Source: an optimization exercise on an open RTL-to-GDS flow (aim: small area and a short achievable clock period). Production flows keep margins and buffers that such runs may drop.

Design csr_trap_unit, start of the top module:
module csr_trap_unit
#(
  parameter int unsigned NUM_HPM     = 4,
  parameter bit          VECTORED_EN = 1'b1,
  parameter logic [31:0] MTVEC_RST   = 32'h0000_0000
) (
  input  logic               clk,
  input  logic               rst,
  input  logic               csr_wen,
  input  logic [11:0]        csr_waddr,
  input  logic [31:0]        csr_wdata,
  input  logic               csr_ren,
  input  logic [11:0]        csr_raddr,
  output logic [31:0]        csr_rdata,
  output logic [31:0]        csr_status,
  input  logic               exc_valid,
  input  logic [4:0]         exc_cause,
  input  logic [31:0]        exc_pc,
  input  logic [31:0]        exc_tval,
  input  logic               ecall,
  input  logic               mret,
  input  logic               irq_ext,
  input  logic               irq_soft,
  input  logic               irq_timer,
  input  logic               int_ok,
  input  logic [31:0]        int_pc,
  input  logic               instret,
  input  logic [NUM_HPM-1:0] hpm_event,
  output logic               trap_taken,
  output logic [31:0]        trap_target,
  output logic               irq_pending
);
  localparam int unsigned NCNT = NUM_HPM + 2;
  logic        st_mie_q, st_mpie_q, st_mpp_q;    
  logic        priv_q;                           
  logic        ie_ext_q, ie_tim_q, ie_sw_q;      
  logic [31:2] tvec_q;                           
  logic        tmode_q;                          
  logic [31:0] mscratch_q;
  logic [31:2] mepc_q;
  logic        mcause_irq_q;
  logic [4:0]  mcause_code_q;
  logic [31:0] mtval_q;
  logic [NCNT-1:0] inh_q;                        
  logic        tk_trap_q, tk_mret_q;              
  logic        tcy_q;                            
  logic        w_mstatus, w_mie, w_mtvec, w_mscratch, w_mepc, w_mcause, w_mtval, w_minh;
  logic [NCNT-1:0] w_cnt_lo, w_cnt_hi;
  ...
Settings: LEC_CHECK=0, ABC_AREA=0, CAP_MARGIN=20, CORE_MARGIN=2, CORE_UTILIZATION=55, SETUP_SLACK_MARGIN=2.5, SLEW_MARGIN=20; clock period 7.0 ns.
standard.sh (not shown) runs the stock make flow with config.mk's settings and CLKGATE_MAP_FILE= SYNTH_SCRIPT=/design/flow/synth_recipe.tcl, a recipe that flattens the netlist after the stock synthesis.
==> flow/flow/run.sh <==
#!/bin/bash
# Own layout flow: the standard ORFS flow (standard synthesis), except
#  - ports buffered by a small plain buffer instead of ORFS's default delay cell,
#  - clock tree built without dummy balancing loads,
#  - slow high-stack gates (a222oi, nor4/or4, a2111oi, o41ai) added to the
#    platform's don't-use list, for synthesis and repair alike.
set -euo pipefail
DU="sky130_fd_sc_hd__probe_p_8 sky130_fd_sc_hd__probec_p_8 sky130_fd_sc_hd__lpflow_bleeder_1 sky130_fd_sc_hd__lpflow_clkbufkapwr_1 sky130_fd_sc_hd__lpflow_clkbufkapwr_16 sky130_fd_sc_hd__lpflow_clkbufkapwr_2 sky130_fd_sc_hd__lpflow_clkbufkapwr_4 sky130_fd_sc_hd__lpflow_clkbufkapwr_8 sky130_fd_sc_hd__lpflow_clkinvkapwr_1 sky130_fd_sc_hd__lpflow_clkinvkapwr_16 sky130_fd_sc_hd__lpflow_clkinvkapwr_2 sky130_fd_sc_hd__lpflow_clkinvkapwr_4 sky130_fd_sc_hd__lpflow_clkinvkapwr_8 sky130_fd_sc_hd__lpflow_decapkapwr_12 sky130_fd_sc_hd__lpflow_decapkapwr_3 sky130_fd_sc_hd__lpflow_decapkapwr_4 sky130_fd_sc_hd__lpflow_decapkapwr_6 sky130_fd_sc_hd__lpflow_decapkapwr_8 sky130_fd_sc_hd__lpflow_inputiso0n_1 sky130_fd_sc_hd__lpflow_inputiso0p_1 sky130_fd_sc_hd__lpflow_inputiso1n_1 sky130_fd_sc_hd__lpflow_inputiso1p_1 sky130_fd_sc_hd__lpflow_inputisolatch_1 sky130_fd_sc_hd__lpflow_isobufsrc_1 sky130_fd_sc_hd__lpflow_isobufsrc_16 sky130_fd_sc_hd__lpflow_isobufsrc_2 sky130_fd_sc_hd__lpflow_isobufsrc_4 sky130_fd_sc_hd__lpflow_isobufsrc_8 sky130_fd_sc_hd__lpflow_isobufsrckapwr_16 sky130_fd_sc_hd__lpflow_lsbuf_lh_hl_isowell_tap_1 sky130_fd_sc_hd__lpflow_lsbuf_lh_hl_isowell_tap_2 sky130_fd_sc_hd__lpflow_lsbuf_lh_hl_isowell_tap_4 sky130_fd_sc_hd__lpflow_lsbuf_lh_isowell_4 sky130_fd_sc_hd__lpflow_lsbuf_lh_isowell_tap_1 sky130_fd_sc_hd__lpflow_lsbuf_lh_isowell_tap_2 sky130_fd_sc_hd__lpflow_lsbuf_lh_isowell_tap_4  sky130_fd_sc_hd__a2111oi_0 sky130_fd_sc_hd__a2111oi_1 sky130_fd_sc_hd__a2111oi_2 sky130_fd_sc_hd__a2111oi_4 sky130_fd_sc_hd__a222oi_1 sky130_fd_sc_hd__nor4_1 sky130_fd_sc_hd__nor4_2 sky130_fd_sc_hd__nor4_4 sky130_fd_sc_hd__nor4b_1 sky130_fd_sc_hd__nor4b_2 sky130_fd_sc_hd__nor4b_4 sky130_fd_sc_hd__nor4bb_1 sky130_fd_sc_hd__nor4bb_2 sky130_fd_sc_hd__nor4bb_4 sky130_fd_sc_hd__o41ai_1 sky130_fd_sc_hd__o41ai_2 sky130_fd_sc_hd__o41ai_4 sky130_fd_sc_hd__or4_1 sky130_fd_sc_hd__or4_2 sky130_fd_sc_hd__or4_4 sky130_fd_sc_hd__or4b_1 sky130_fd_sc_hd__or4b_2 sky130_fd_sc_hd__or4b_4 sky130_fd_sc_hd__or4bb_1 sky130_fd_sc_hd__or4bb_2 sky130_fd_sc_hd__or4bb_4"
bash standard.sh "BUFFER_PORTS_ARGS=-buffer_cell sky130_fd_sc_hd__buf_1" \
  "CTS_ARGS=-sink_clustering_enable -repair_clock_nets -dont_use_dummy_load -buf_list sky130_fd_sc_hd__clkbuf_8" \
  "DONT_USE_CELLS=$DU" \
  finish > make_finish.log 2>&1
The baseline finished with timing, DRC and antenna clean.
Then changed:
==> flow/flow/run.sh (replaced) <==
#!/bin/bash
# Own layout flow: the standard ORFS flow (standard synthesis), except
#  - ports buffered by a small plain buffer instead of ORFS's default delay cell,
#  - clock tree built without dummy balancing loads.
set -euo pipefail
bash standard.sh "BUFFER_PORTS_ARGS=-buffer_cell sky130_fd_sc_hd__buf_1" \
  "CTS_ARGS=-sink_clustering_enable -repair_clock_nets -dont_use_dummy_load -buf_list sky130_fd_sc_hd__clkbuf_8" \
  finish > make_finish.log 2>&1
- PLACE_DENSITY: not set -> 0.8
The changed run went through all stages and came out clean.
Hold slack stays flat.
Utilization went down by 1.7 points.
Non-clock buffer count went down by 16.
Cell count went down by 2.4%.
Final area went down by 2.3%.
No functional check of the RTL was part of any run of this note.

-- port drivers added, routing unchanged --
The results above use ideal ports. As a check the final layouts listed here were re-extracted and re-timed, cells and wires unchanged.
Step 1 assumes that a clkbuf_16 drives the clock port and a buf_2 every other input.
Step 2 adds t to the input delays and takes it off the output delays; t is the mean of the earliest and latest rising clock arrival at the registers after step 1. Input paths then give back, and output paths get back, about the clock's delay inside the block.
Three values: ideal, step 1, step 2; two values: the first two.
run	t, ns	setup slack, ns	worst setup path after step 2	worst slew at a driven data input, ns	pins driven straight from the clock port
the first run	0.773	2.222 / 2.058 / 1.796	input to register	0.19	1
the second run	0.777	1.737 / 1.688 / 1.688	input to output	0.17	1
After both steps every run listed still meets setup and hold. For the first run, which loses most, drivers alone change the setup slack by -0.164 ns; drivers and shift together by -0.426 ns.
